What follows belongs to an exercise in optimizing a design on an open flow for small area, a short achievable clock period and few clock cycles; a production flow would make more cautious choices.
In this exercise RTL edits were held to simulation tests only and were not proved equivalent to the original.
Power figures rest on the tool's default switching activity, not on a simulated workload.

`design/flow/run.sh`:
```
#!/bin/bash
# synth_recipe.tcl (not shown) runs the flow's synth.tcl, then flattens the netlist and writes it again
# the make line also repeats each setting of config.mk as NAME=value (left out here)
make -C /OpenROAD-flow-scripts/flow DESIGN_CONFIG=/design/flow/config.mk WORK_HOME=/design/flow/orfs CLKGATE_MAP_FILE= SYNTH_SCRIPT=/design/flow/synth_recipe.tcl finish
```
`design/flow/config.mk`:
```
export PLATFORM = sky130hd
export DESIGN_NAME = cacheTop
export DESIGN_NICKNAME = cacheTop
export VERILOG_FILES = /design/flow/design.v
export SDC_FILE = /design/flow/constraint.sdc
export NUM_CORES = 4
export LEC_CHECK = 0
export CAP_MARGIN = 20
export CORE_MARGIN = 2
export CORE_UTILIZATION = 40
export SETUP_SLACK_MARGIN = 1.5
export SLEW_MARGIN = 20
```
`design/flow/constraint.sdc`:
```
create_clock -name core_clock -period 5.0 [get_ports {clk}]
set_input_delay 1.0000 -clock core_clock [delete_from_list [all_inputs] [get_ports {clk}]]
set_output_delay 1.0000 -clock core_clock [all_outputs]
set_load 0.01 [all_outputs]
```
`design/flow/design.v`:
```
`timescale 1ns/100ps
module cacheTop
(
    input  logic                          clk,
    input  logic                          rst,
    input  logic                          cpuReqValid,
    input  logic                          cpuReqWrite,
    input  logic [10-1:0]      cpuReqAddr,
    input  logic [8-1:0]      cpuReqByte,
    output logic                          cpuRespValid,
    output logic                          cpuRespHit,
    output logic [32-1:0]      cpuRespWord,
    output logic                          cpuCredit,
    output logic                          memReqValid,
    output logic                          memReqWrite,
    output logic [6-1:0] memReqLineAddr,
    output logic [128-1:0]      memReqLine,
    input  logic                          memRespValid,
    input  logic [128-1:0]      memRespLine,
    input  logic                          memCredit
);
    logic         valid [2][2];    
    logic         dirty [2][2];
    logic [4:0]   tags  [2][2];
    logic [127:0] lines [2][2];
    logic [1:0]   lruVictim;       
    logic         stWb;            
    logic         stRdIssue;       
    logic         stRd;            
    logic         idle;
    logic         reqWrite;        
    logic [9:0]   reqAddr;
    logic [7:0]   reqByte;
    assign idle = !stWb && !stRdIssue && !stRd;
    logic [4:0] inTag;
    logic       inSet;
    logic [1:0] inWord;
    logic       match [2][2];
    logic       hitWay0, hitWay1, hit;
    logic       victim, victimDirty;
    logic [31:0] setWord [2][2];
    logic [31:0] hitWord;
    assign inTag  = cpuReqAddr[9:5];
    assign inSet  = cpuReqAddr[4];
    assign inWord = cpuReqAddr[3:2];
    always_comb begin
        for (int s = 0; s < 2; s++) begin
            for (int w = 0; w < 2; w++) begin
                match[s][w]   = valid[s][w] && (tags[s][w] == inTag);
                setWord[s][w] = lines[s][w][(3 - inWord) * 32 +: 32];
            end
        end
    end
    assign hitWay0 = inSet ? match[1][0] : match[0][0];
    assign hitWay1 = inSet ? match[1][1] : match[0][1];
    assign hit     = hitWay0 || hitWay1;
    assign hitWord = inSet ? (match[1][0] ? setWord[1][0] : setWord[1][1])
                           : (match[0][0] ? setWord[0][0] : setWord[0][1]);
    assign victim      = lruVictim[inSet];
    assign victimDirty = valid[inSet][victim] && dirty[inSet][victim];
    logic newReq, hitNow, missNow, fillNow;
    assign newReq  = idle && cpuReqValid;
    assign hitNow  = newReq && hit;
    assign missNow = newReq && !hit;
    assign fillNow = stRd && memRespValid;
    assign cpuRespValid = hitNow || fillNow;
    assign cpuCredit    = cpuRespValid;
    assign cpuRespHit   = !stRd;
    assign cpuRespWord  = stRd ? memRespLine[(3 - reqAddr[3:2]) * 32 +: 32] : hitWord;
    assign memReqValid    = missNow || stRdIssue;
    assign memReqWrite    = idle && victimDirty;
    assign memReqLineAddr = !idle       ? reqAddr[9:4] :
                            victimDirty ? {tags[inSet][victim], inSet} : cpuReqAddr[9:4];
    assign memReqLine     = lines[inSet][victim];
    always_ff @(posedge clk) begin
        if (rst) begin
            stWb      <= 1'b0;
            stRdIssue <= 1'b0;
            stRd      <= 1'b0;
        end else begin
            if (missNow) begin
                stWb <= victimDirty;
                stRd <= !victimDirty;
            end
            if (stWb && memCredit) begin
                stWb      <= 1'b0;
                stRdIssue <= 1'b1;
            end
            if (stRdIssue) begin
                stRdIssue <= 1'b0;
                stRd      <= 1'b1;
            end
            if (fillNow) begin
                stRd <= 1'b0;
            end
        end
    end
    always_ff @(posedge clk) begin
        if (idle) begin
            reqWrite <= cpuReqWrite;
            reqAddr  <= cpuReqAddr;
            reqByte  <= cpuReqByte;
        end
    end
    logic reqSet;
    assign reqSet = reqAddr[4];
    always_ff @(posedge clk) begin
        for (int s = 0; s < 2; s++) begin
            if (rst) begin
                lruVictim[s] <= 1'b0;
                valid[s][0]  <= 1'b0;
                valid[s][1]  <= 1'b0;
            end else if (hitNow && inSet == s) begin
                lruVictim[s] <= !hitWay1;
            end else if (fillNow && reqSet == s) begin
                lruVictim[s]              <= !lruVictim[s];
                valid[s][lruVictim[s]]    <= 1'b1;
            end
        end
    end
    always_ff @(posedge clk) begin
        for (int s = 0; s < 2; s++) begin
            for (int w = 0; w < 2; w++) begin
                if (fillNow && reqSet == s && lruVictim[s] == w) begin
                    dirty[s][w] <= reqWrite;
                    tags[s][w]  <= reqAddr[9:5];
                end else if (hitNow && cpuReqWrite && inSet == s && match[s][w]) begin
                    dirty[s][w] <= 1'b1;
                end
            end
        end
    end
    logic [7:0]   byteSrc;
    logic [127:0] newLine;
    logic [15:0]  laneHit;       
    logic [15:0]  laneReq;       
    assign byteSrc = stRd ? reqByte : cpuReqByte;
    always_comb begin
        for (int k = 0; k < 16; k++) begin
            laneHit[k] = (cpuReqAddr[3:0] == k);
            laneReq[k] = reqWrite && (reqAddr[3:0] == k);
            newLine[(15 - k) * 8 +: 8] = (stRd && !laneReq[k]) ? memRespLine[(15 - k) * 8 +: 8]
                                                                : byteSrc;
        end
    end
    always_ff @(posedge clk) begin
        for (int s = 0; s < 2; s++) begin
            for (int w = 0; w < 2; w++) begin
                for (int k = 0; k < 16; k++) begin
                    if ((fillNow && reqSet == s && lruVictim[s] == w) ||
                        (hitNow && cpuReqWrite && inSet == s && match[s][w] && laneHit[k])) begin
                        lines[s][w][(15 - k) * 8 +: 8] <= newLine[(15 - k) * 8 +: 8];
                    end
                end
            end
        end
    end
endmodule
```
==> results of run 1 <==
==> layout make-up <==
type                       instances  area, µm²  share of cell area, %
tap                              950       1190                   2.99
antenna                            5       12.5                 0.0314
multi-input combinational       1666      12300                   30.9
clock inverter                    37        393                  0.987
clock buffer                      76       1580                   3.98
inverter                           7       30.0                 0.0755
sequential                       564      16900                   42.5
timing repair buffer             712       7380                   18.5
==> worst max-delay path, delay by kind of cell, from the launching register on <==
| kind | cells | cell delay (ns) |
|---|---|---|
| AO/OA/AOI/OAI | 3 | 0.91 |
| buffers and inverters | 4 | 0.70 |
| AND/OR/NAND/NOR | 2 | 0.47 |
| flip-flops | 1 | 0.45 |
| XOR/XNOR | 1 | 0.23 |
==> report_power, final <==
group          internal [mW]  leakage, nW  total [mW]  switching, mW
clock network           2.65        0.958        4.54           1.90
registers               5.45         5.11        5.51         0.0625
logic                  0.857         7.19        2.30           1.45
==> per-layer routing <==
metal / up-vias / global-route usage, %
li1: 10700 / -
met1: 13000 / 48.4
met2: 2388 / 54.1
met3: 506 / 14.1
met4: 30 / 22.5
met5: - / 0
==> worst max path at each step <==
stage | start | end | slack [ns] | cells after the start
final | tags[0][1] | cpuRespWord[14] | 0.59 | 10
after global routing | cpuReqAddr[6] | cpuRespWord[20] | 0.58 | 14
after CTS | cpuReqAddr[9] | cpuRespWord[14] | 0.60 | 14
after detailed placement | cpuReqAddr[7] | cpuRespWord[10] | -0.25 | 11
after global placement | cpuReqAddr[7] | cpuRespWord[10] | -0.25 | 11
after floorplan | cpuReqAddr[6] | cpuRespWord[15] | 1.42 | 10
==> registers in the layout (all words and copies together) (netlist names), 2 cells and up <==
signal and cells:
lruVictim 2, tags 20, valid 4, lines 512
dirty 4, reqByte 8, reqAddr 10
==> layout by cell type, fill, tap and decap left out, types with 25 or more instances in the layout <==
| cell | count |
|---|---|
| o21ai_0 | 71 |
| mux2i_1 | 232 |
| buf_2 | 35 |
| a21oi_2 | 57 |
| edfxtp_1 | 559 |
| mux2i_2 | 28 |
| dlygate4sd2_1 | 47 |
| nor2b_1 | 135 |
| o32a_1 | 31 |
| dlymetal6s2s_1 | 25 |
| buf_6 | 31 |
| a21oi_1 | 217 |
| mux4_2 | 32 |
| clkbuf_16 | 62 |
| nor3_1 | 97 |
| a31oi_1 | 85 |
| buf_12 | 44 |
| o22ai_1 | 29 |
| clkdlybuf4s50_1 | 207 |
| nand2_1 | 159 |
| a211oi_1 | 132 |
| nor2_1 | 148 |
| buf_4 | 279 |
==> through the flow <==
stage               setup WS (ns)  hold slack, ns  util, %
global route                0.576           0.567     55.6
CTS                         0.603           0.546     54.8
finish                      0.587           0.548     55.6
global placement           -0.254           0.495     49.1
detailed placement         -0.251           0.501     49.1
floorplan                    1.42           0.458        -
==> timing repair <==
item                                   in CTS  in global routing
pin swaps                                  56                 27
resized for setup                         439                 97
setup endpoints to repair                 171                 80
endpoints found under the hold margin       0                  0
hold buffers                                0                  0
buffers inserted                           68                 12
cloned                                     22                  1
==> cells by family after synthesis <==
logic type,count (synthesis)
AOI/OAI and AO/OA,738
and+or+nand+nor,596
DFF,564
muxes,312
buffers and inverters,231
xor gates and xnor gates,20
==> impl_results.html, run 1 <==
<table>
<tr><th>Metric</th><th>Value</th></tr>
<tr><th colspan="2">Outcome</th></tr>
<tr><td>Status</td><td>complete, no violations</td></tr>
<tr><th colspan="2">Finish</th></tr>
<tr><td>Number of fillers in the final layout</td><td>5953</td></tr>
<tr><td>Share of layout cells above drive strength 1</td><td>24.3%</td></tr>
<tr><td>Non-Filler Cell Area, Final</td><td>slightly below 40000 µm²</td></tr>
<tr><td>Final standard cell count with taps included and fillers excluded</td><td>4017</td></tr>
<tr><td>Area growth from synthesis to layout</td><td>37.1%</td></tr>
<tr><td>Final #Nets</td><td>3164</td></tr>
<tr><th colspan="2">Setup path</th></tr>
<tr><td>Arrival time at the worst endpoint</td><td>~3.4 ns</td></tr>
<tr><td>Delay contributed by the slowest stage of the critical path</td><td>0.45 ns</td></tr>
<tr><td>Data required time of the critical path</td><td>4.00 ns</td></tr>
<tr><td>Maximum fanout count along the critical path</td><td>13</td></tr>
<tr><td>Type of the setup path with the least slack</td><td>flip-flop to output port</td></tr>
<tr><td>Startpoint type of the worst setup path</td><td>flip-flop</td></tr>
<tr><td>Most frequent CP cell</td><td>buf_4</td></tr>
<tr><td>Path depth of the worst reg2reg path</td><td>11</td></tr>
<tr><td>FF-to-FF Start</td><td>tags[0][1]</td></tr>
<tr><td>List of cells traversed by the critical path</td><td>xnor2_2 &gt; nand4_4 &gt; buf_4 &gt; or2_4 &gt; buf_12 &gt; buf_4 &gt; a31oi_1 &gt; o2111ai_2 &gt; o32a_1 &gt; buf_2</td></tr>
<tr><td>Crit path max-delay cell type</td><td>edfxtp_1</td></tr>
<tr><td>Worst Setup End Kind</td><td>output port</td></tr>
<tr><td>Reg-to-Reg End</td><td>lines[0][112]</td></tr>
<tr><td>Setup slack of the most critical reg-to-reg path</td><td>1.72 ns</td></tr>
<tr><th colspan="2">Synth</th></tr>
<tr><td>Cell types occupying the most area after synthesis</td><td>edfxtp_1 (58%), mux2i_1 (9.6%), a21oi_1 (4.8%)</td></tr>
<tr><td>Cell types with the highest counts after synthesis</td><td>edfxtp_1 (559), mux2i_1 (279), a21oi_1 (278)</td></tr>
<tr><td>Area fraction in compound gates after synthesis</td><td>15.9%</td></tr>
<tr><td>Dominant combinational cell family by area after synthesis</td><td>compound AO/OA/AOI/OAI gates</td></tr>
<tr><td>Yosys synthesis warning count</td><td>6</td></tr>
<tr><td>Yosys top cell by area</td><td>edfxtp_1</td></tr>
<tr><td>Share of synthesized area occupied by flip-flops and latches</td><td>58.2%</td></tr>
<tr><td>Multiplexer share of the synthesized area</td><td>between 10% and 20%</td></tr>
<tr><td>Synth unique cells</td><td>between 50 and 60</td></tr>
<tr><td>Share of flip-flops with an asynchronous set or reset after synthesis</td><td>0%</td></tr>
<tr><td>Predominant post-synthesis flop cell</td><td>edfxtp_1</td></tr>
<tr><td>Synth Area in XOR/XNOR</td><td>less than 1%</td></tr>
<tr><td>Adder and majority cell fraction of the synthesized area</td><td>0%</td></tr>
<tr><td>Register bit count reported by yosys</td><td>roughly 560</td></tr>
<tr><td>Area fraction in and, or, nand and nor cells after synthesis</td><td>9.83%</td></tr>
<tr><td>Net count after synthesis</td><td>2613</td></tr>
<tr><td>Most common cell in the synthesized netlist</td><td>edfxtp_1</td></tr>
<tr><td>Yosys top cell area share</td><td>just under 60%</td></tr>
<tr><td>Number of standard cells after synthesis</td><td>about 2500</td></tr>
<tr><td>Post-Syn Area</td><td>29000 µm²</td></tr>
<tr><td>Count of flip-flops with a built-in enable after synthesis</td><td>559</td></tr>
<tr><td>Synth Area per Inst</td><td>~12 µm²</td></tr>
<tr><th colspan="2">Global route</th></tr>
<tr><td>First-pass GRT wire length</td><td>195000 µm</td></tr>
<tr><td>Residual overflow from global routing</td><td>0</td></tr>
<tr><td>Vias in the first global route</td><td>25200</td></tr>
<tr><td>Number of antenna violations at the first check in global routing</td><td>22</td></tr>
<tr><td>Total track usage</td><td>37.7%</td></tr>
<tr><td>Largest net degree at the start of global routing</td><td>59</td></tr>
<tr><th colspan="2">STA</th></tr>
<tr><td>Max Clock Skew</td><td>0.0174 ns</td></tr>
<tr><td>Max-slew violation count</td><td>0</td></tr>
<tr><td>Final hold violation count</td><td>0</td></tr>
<tr><td>Transition time of the tightest slew-check pin</td><td>0.892 ns</td></tr>
<tr><td>Maximum achievable frequency</td><td>0.227 GHz</td></tr>
<tr><td>Minimum period implied by the final worst setup slack</td><td>between 4 and 5 ns</td></tr>
<tr><td>Crit share post-route</td><td>between 80% and 90%</td></tr>
<tr><td>Count of final setup violators</td><td>0</td></tr>
<tr><td>Setup repair after global routing missed its margin</td><td>yes</td></tr>
<tr><td>Setup Total Neg Slack</td><td>0 ns</td></tr>
<tr><td>Worst slew margin relative to its limit</td><td>roughly two fifths</td></tr>
<tr><th colspan="2">Drt</th></tr>
<tr><td>Vias per std cell</td><td>6.64</td></tr>
<tr><td>Routed wl met3</td><td>roughly 22000 µm</td></tr>
<tr><td>Met1 wire length</td><td>between 50000 and 60000 µm</td></tr>
<tr><td>Pre-Repair DR Iteration Count</td><td>8</td></tr>
<tr><td>Post-route antenna net violation count</td><td>0</td></tr>
<tr><td>Highest metal layer with signal wires</td><td>met5</td></tr>
<tr><td>Final Routed Wirelength</td><td>approximately 140000 µm</td></tr>
<tr><td>Post-detailed-route wirelength per cell</td><td>36.1 µm</td></tr>
<tr><td>Iteration-0 DRC Markers</td><td>4795</td></tr>
<tr><td>Total number of vias</td><td>26700</td></tr>
<tr><td>Amount of wire on met2 after detailed routing</td><td>between 60000 and 70000 µm</td></tr>
<tr><td>Final routed DRC violation total</td><td>0</td></tr>
<tr><th colspan="2">Clock network</th></tr>
<tr><td>Clock tree root buffer cell</td><td>clkbuf_16</td></tr>
<tr><td>CTS tree</td><td>built</td></tr>
<tr><td>Insertion delay to the later sink of the worst-skew pair</td><td>0.65 ns</td></tr>
<tr><td>Clk slew on worst S/H paths</td><td>about 0.060 ns</td></tr>
<tr><td>Number of buffers created by CTS</td><td>61</td></tr>
<tr><td>Deepest clock path buffer count</td><td>3</td></tr>
<tr><td>Sinks on the clock net</td><td>564</td></tr>
<tr><td>CTS HTree Levels</td><td>2</td></tr>
<tr><th colspan="2">Hold path</th></tr>
<tr><td>Worst Hold Path EP</td><td>stRdIssue</td></tr>
<tr><td>Type of the most critical hold path</td><td>flip-flop to flip-flop</td></tr>
<tr><td>Cell count of the worst hold path</td><td>1</td></tr>
<tr><td>Startpoint of the tightest hold check path</td><td>stWb</td></tr>
<tr><th colspan="2">Placed design</th></tr>
<tr><td>Buffers on Ports</td><td>approximately 320</td></tr>
<tr><td>Last weighted congestion value of the routability-driven placer</td><td>between 1 and 1.5</td></tr>
<tr><td>DPL Wire Length</td><td>around 97000 µm</td></tr>
<tr><td>Placed cell count</td><td>3796</td></tr>
<tr><td>Area after DPL</td><td>35200 µm²</td></tr>
<tr><th colspan="2">Die</th></tr>
<tr><td>Die X-Extent</td><td>273 µm</td></tr>
<tr><td>Std-Cell Rows</td><td>98</td></tr>
<tr><td>Effective utilization at floorplan</td><td>40.5%</td></tr>
<tr><td>Die Height</td><td>273 µm</td></tr>
<tr><td>Total die area</td><td>74700 µm²</td></tr>
<tr><td>Placeable core area</td><td>71600 µm²</td></tr>
<tr><td>Total I/O pin count</td><td>about 320</td></tr>
<tr><th colspan="2">Power</th></tr>
<tr><td>Static leakage</td><td>13.3 nW</td></tr>
<tr><td>Final Total Pwr</td><td>12.4 mW</td></tr>
<tr><td>Worst voltage drop across the vdd grid</td><td>0.286 mV</td></tr>
<tr><td>Total power divided by cell area</td><td>311 nW/µm²</td></tr>
<tr><th colspan="2">Job</th></tr>
<tr><td>Max Cap Violations</td><td>0</td></tr>
</table>
==> run 2, diff against run 1 <==
--- a/design/flow/config.mk
+++ b/design/flow/config.mk
@@ -10,3 +10,3 @@
 export CORE_UTILIZATION = 40
-export SETUP_SLACK_MARGIN = 1.5
+export SETUP_SLACK_MARGIN = 2.0
 export SLEW_MARGIN = 20
==> impl_results.html, run 2 <==
<table>
<tr><th>Metric</th><th>Value</th></tr>
<tr><th colspan="2">STA</th></tr>
<tr><td>Worst slew margin relative to its limit</td><td>a little over a quarter</td></tr>
<tr><td>Setup repair after global routing missed its margin</td><td>yes</td></tr>
<tr><td>Setup Total Neg Slack</td><td>0 ns</td></tr>
<tr><td>Minimum period implied by the final worst setup slack</td><td>4.39 ns</td></tr>
<tr><td>Transition time of the tightest slew-check pin</td><td>1.09 ns</td></tr>
<tr><td>Max-slew violation count</td><td>0</td></tr>
<tr><td>Worst Setup Slack, final</td><td>approximately 0.61 ns</td></tr>
<tr><td>Maximum achievable frequency</td><td>0.228 GHz</td></tr>
<tr><td>Max Clock Skew</td><td>0.0314 ns</td></tr>
<tr><td>Final hold violation count</td><td>0</td></tr>
<tr><td>Crit share post-route</td><td>87.9%</td></tr>
<tr><td>Count of final setup violators</td><td>0</td></tr>
<tr><th colspan="2">Hold path</th></tr>
<tr><td>Cell count of the worst hold path</td><td>0</td></tr>
<tr><td>Type of the most critical hold path</td><td>flip-flop to flip-flop</td></tr>
<tr><th colspan="2">Synth</th></tr>
<tr><td>Synth unique cells</td><td>51</td></tr>
<tr><td>Yosys top cell area share</td><td>57.8%</td></tr>
<tr><td>Most common cell in the synthesized netlist</td><td>edfxtp_1</td></tr>
<tr><td>Share of flip-flops with an asynchronous set or reset after synthesis</td><td>0%</td></tr>
<tr><td>Register bit count reported by yosys</td><td>about 560</td></tr>
<tr><td>Predominant post-synthesis flop cell</td><td>edfxtp_1</td></tr>
<tr><td>Share of synthesized area occupied by flip-flops and latches</td><td>58.2%</td></tr>
<tr><td>Cell types occupying the most area after synthesis</td><td>edfxtp_1 (58%), mux2i_1 (9.6%), a21oi_1 (4.8%)</td></tr>
<tr><td>Cell types with the highest counts after synthesis</td><td>edfxtp_1 (559), mux2i_1 (279), a21oi_1 (278)</td></tr>
<tr><td>Post-Syn Area</td><td>29000 µm²</td></tr>
<tr><td>Number of standard cells after synthesis</td><td>2461</td></tr>
<tr><td>Net count after synthesis</td><td>2613</td></tr>
<tr><td>Yosys top cell by area</td><td>edfxtp_1</td></tr>
<tr><td>Yosys synthesis warning count</td><td>6</td></tr>
<tr><td>Synth Area per Inst</td><td>11.8 µm²</td></tr>
<tr><td>Count of flip-flops with a built-in enable after synthesis</td><td>559</td></tr>
<tr><th colspan="2">Setup path</th></tr>
<tr><td>Data required time of the critical path</td><td>4.00 ns</td></tr>
<tr><td>Arrival time at the worst endpoint</td><td>approximately 3.4 ns</td></tr>
<tr><td>Type of the setup path with the least slack</td><td>flip-flop to output port</td></tr>
<tr><td>Maximum fanout count along the critical path</td><td>5</td></tr>
<tr><td>Worst Setup End Kind</td><td>output port</td></tr>
<tr><td>Path depth of the worst reg2reg path</td><td>10</td></tr>
<tr><td>Dominant delay contributor by cell family on the critical path</td><td>buffers and inverters</td></tr>
<tr><td>Delay contributed by the slowest stage of the critical path</td><td>~0.47 ns</td></tr>
<tr><td>List of cells traversed by the critical path</td><td>xnor2_2 &gt; nand4_1 &gt; buf_4 &gt; nor2_4 &gt; buf_12 &gt; buf_16 &gt; buf_6 &gt; buf_16 &gt; buf_4 &gt; mux2i_2 &gt; a221oi_2 &gt; buf_4 &gt; o32a_1 &gt; buf_2</td></tr>
<tr><td>Startpoint type of the worst setup path</td><td>flip-flop</td></tr>
<tr><td>Total number of cells along the worst setup path</td><td>14</td></tr>
<tr><td>Most frequent CP cell</td><td>buf_4</td></tr>
<tr><td>Crit path max-delay cell type</td><td>edfxtp_1</td></tr>
<tr><td>Critical path buffer and inverter count</td><td>8</td></tr>
<tr><th colspan="2">Global route</th></tr>
<tr><td>Number of antenna violations at the first check in global routing</td><td>7</td></tr>
<tr><td>Residual overflow from global routing</td><td>0</td></tr>
<tr><td>First-pass GRT wire length</td><td>203000 µm</td></tr>
<tr><td>Largest net degree at the start of global routing</td><td>93</td></tr>
<tr><td>Total track usage</td><td>39.4%</td></tr>
<tr><td>Vias in the first global route</td><td>26400</td></tr>
<tr><th colspan="2">Placed design</th></tr>
<tr><td>Post-placement worst setup slack</td><td>-0.540 ns</td></tr>
<tr><td>Area after DPL</td><td>about 36000 µm²</td></tr>
<tr><td>Buffers on Ports</td><td>~320</td></tr>
<tr><td>Last weighted congestion value of the routability-driven placer</td><td>a little under 1</td></tr>
<tr><td>DPL Wire Length</td><td>101000 µm</td></tr>
<tr><td>Placed cell count</td><td>3826</td></tr>
<tr><th colspan="2">Finish</th></tr>
<tr><td>End-of-flow core utilization</td><td>roughly 60%</td></tr>
<tr><td>Largest registers ranked by flip-flop count</td><td>lines (512), tags (20), reqAddr (10)</td></tr>
<tr><td>Area growth from synthesis to layout</td><td>50.6%</td></tr>
<tr><td>Flip-flop count of the largest register, all copies and words added</td><td>512</td></tr>
<tr><td>Commonest non-fill, non-tap cell in the layout</td><td>edfxtp_1</td></tr>
<tr><td>Number of fillers in the final layout</td><td>~5700</td></tr>
<tr><td>Share of layout cells above drive strength 1</td><td>41.0%</td></tr>
<tr><td>Biggest register</td><td>lines</td></tr>
<tr><td>Final #Nets</td><td>3349</td></tr>
<tr><td>Final standard cell count with taps included and fillers excluded</td><td>4200</td></tr>
<tr><td>Non-Filler Cell Area, Final</td><td>43700 µm²</td></tr>
<tr><td>Commonest cells after routing, fill and taps aside</td><td>edfxtp_1 (559), buf_4 (391), mux2i_1 (203), a21oi_1 (175), nand2_1 (161)</td></tr>
<tr><th colspan="2">Job</th></tr>
<tr><td>Max Cap Violations</td><td>0</td></tr>
<tr><th colspan="2">Clock network</th></tr>
<tr><td>Insertion delay to the later sink of the worst-skew pair</td><td>approximately 0.63 ns</td></tr>
<tr><td>Sinks on the clock net</td><td>564</td></tr>
<tr><td>Clock tree root buffer cell</td><td>clkbuf_16</td></tr>
<tr><td>CTS HTree Levels</td><td>3</td></tr>
<tr><td>Clk slew on worst S/H paths</td><td>0.06 ns</td></tr>
<tr><td>Number of buffers created by CTS</td><td>66</td></tr>
<tr><td>Deepest clock path buffer count</td><td>3</td></tr>
<tr><td>Hold buffers post-CTS</td><td>0</td></tr>
<tr><td>CTS tree</td><td>built</td></tr>
<tr><th colspan="2">Die</th></tr>
<tr><td>Die X-Extent</td><td>273 µm</td></tr>
<tr><td>Placeable core area</td><td>between 70000 and 80000 µm²</td></tr>
<tr><td>Std-Cell Rows</td><td>98</td></tr>
<tr><td>Total die area</td><td>74700 µm²</td></tr>
<tr><td>Effective utilization at floorplan</td><td>40.5%</td></tr>
<tr><td>Total I/O pin count</td><td>between 300 and 400</td></tr>
<tr><td>Die Height</td><td>273 µm</td></tr>
<tr><th colspan="2">Power</th></tr>
<tr><td>Total power divided by cell area</td><td>291 nW/µm²</td></tr>
<tr><td>Worst voltage drop across the vdd grid</td><td>around 0.34 mV</td></tr>
<tr><td>Static leakage</td><td>15.0 nW</td></tr>
<tr><th colspan="2">Drt</th></tr>
<tr><td>Vias per std cell</td><td>6.66</td></tr>
<tr><td>Pre-Repair DR Iteration Count</td><td>6</td></tr>
<tr><td>Total number of vias</td><td>around 28000</td></tr>
<tr><td>Final Routed Wirelength</td><td>between 150000 and 200000 µm</td></tr>
<tr><td>Post-route antenna net violation count</td><td>0</td></tr>
<tr><td>Post-detailed-route wirelength per cell</td><td>37.8 µm</td></tr>
<tr><td>Iteration-0 DRC Markers</td><td>3892</td></tr>
<tr><td>Final routed DRC violation total</td><td>0</td></tr>
<tr><th colspan="2">Outcome</th></tr>
<tr><td>Status</td><td>complete, no violations</td></tr>
</table>
==> run 2: power by group <==
| group | total, mW | switching (mW) | leakage [nW] | internal [mW] |
|---|---|---|---|---|
| clock network | 4.53 | 2.02 | 0.955 | 2.51 |
| registers | 5.53 | 0.0727 | 5.11 | 5.45 |
| logic | 2.65 | 1.61 | 8.94 | 1.04 |
| total | 12.7 | 3.71 | 15.0 | 9.00 |
==> run 2: cells by family (layout without fill, tap and decap cells) <==
| logic type | Yosys count | after routing | synth area share (%) |
|---|---|---|---|
| other | 0 | 3 | 0 |
| XOR/XNOR | 20 | 20 | 0.681 |
| AO/OA/AOI/OAI | 738 | 738 | 15.9 |
| AND/OR/NAND/NOR | 596 | 596 | 9.83 |
| flip-flops | 564 | 564 | 58.2 |
| multiplexers | 312 | 312 | 12.1 |
| buffers and inverters | 231 | 1017 | 3.23 |
==> run 2: path summary, 6_finish.rpt <==
check / start / endpoint / slack (ns)
worst max-delay path: tags[2][4] / cpuRespWord[11] / 0.61
worst min-delay path: reqAddr[9] / tags[0][4] / 0.53
worst max register to register: lruVictim[0] / lines[0][23] / 1.88
worst min register to register: reqAddr[9] / tags[0][4] / 0.53
==> run 2: stage by stage <==
| step | total power [mW] | hold slack [ns] |
|---|---|---|
| after floorplan | 6.58 | 0.475 |
| after global placement | 7.73 | 0.495 |
| after detailed placement | 7.77 | 0.524 |
| after CTS | 12.4 | 0.533 |
| after global routing | 12.9 | 0.546 |
| final | 12.7 | 0.532 |
==> run 2: routing by layer <==
metal  vias to the layer above  global-route usage, %  share of wire, %
li1                      11100                      -                 -
met1                     13900                   48.2                35
met2                      2402                   61.8                44
met3                       634                   8.60                12
met4                         6                   28.1               9.4
met5                         -                      0             0.021
==> run 2: timing repair <==
item / CTS / global route
gates resized for setup: 558 / 675
pin swaps: 71 / 64
gates cloned: 24 / 27
setup buffers: 82 / 119
setup endpoints to repair: 725 / 358
==> run 2: final cells by class <==
| type | count | area, µm² | area share, % |
|---|---|---|---|
| clock buffer | 80 | 1730 | 3.95 |
| sequential | 564 | 16900 | 38.6 |
| multi-input combinational | 1666 | 14400 | 33.0 |
| inverter | 7 | 26.3 | 0.0601 |
| tap | 950 | 1190 | 2.72 |
| clock inverter | 38 | 214 | 0.489 |
| timing repair buffer | 892 | 9230 | 21.1 |
| antenna | 3 | 7.51 | 0.0172 |

separate check: timing with driven ports:
In the flow no input, the clock included, has a driving cell. The finished layouts below were timed again as built, in two steps. Step 1 (the two cells are an assumption about what drives the block):
set clk [get_ports {clk}]
set_driving_cell -lib_cell sky130_fd_sc_hd__clkbuf_16 $clk
set_driving_cell -lib_cell sky130_fd_sc_hd__buf_2 [delete_from_list [all_inputs] $clk]
Step 2 moves the port delays by t, midway between the first and last clock arrival at a register: inputs arrive t later, outputs are due t later. That takes back most of the time a late clock gives input paths. a / b / c = ideal ports / drivers / drivers and shift; a / b = the first two.
run	shift t [ns]	slack for setup (ns)	worst setup path at the end	latest minus earliest clock arrival (ns)	cell pins on the clock port's net
run 1	0.709	0.587 / 0.517 / 0.573	input to output	0.026 / 0.026	1
run 2	0.679	0.606 / 0.503 / 0.503	input to output	0.035 / 0.035	1
After both steps setup and hold are still met in every run listed. The setup slack of run 2, which loses most, moves by -0.103 ns with the drivers and by -0.103 ns with both steps.
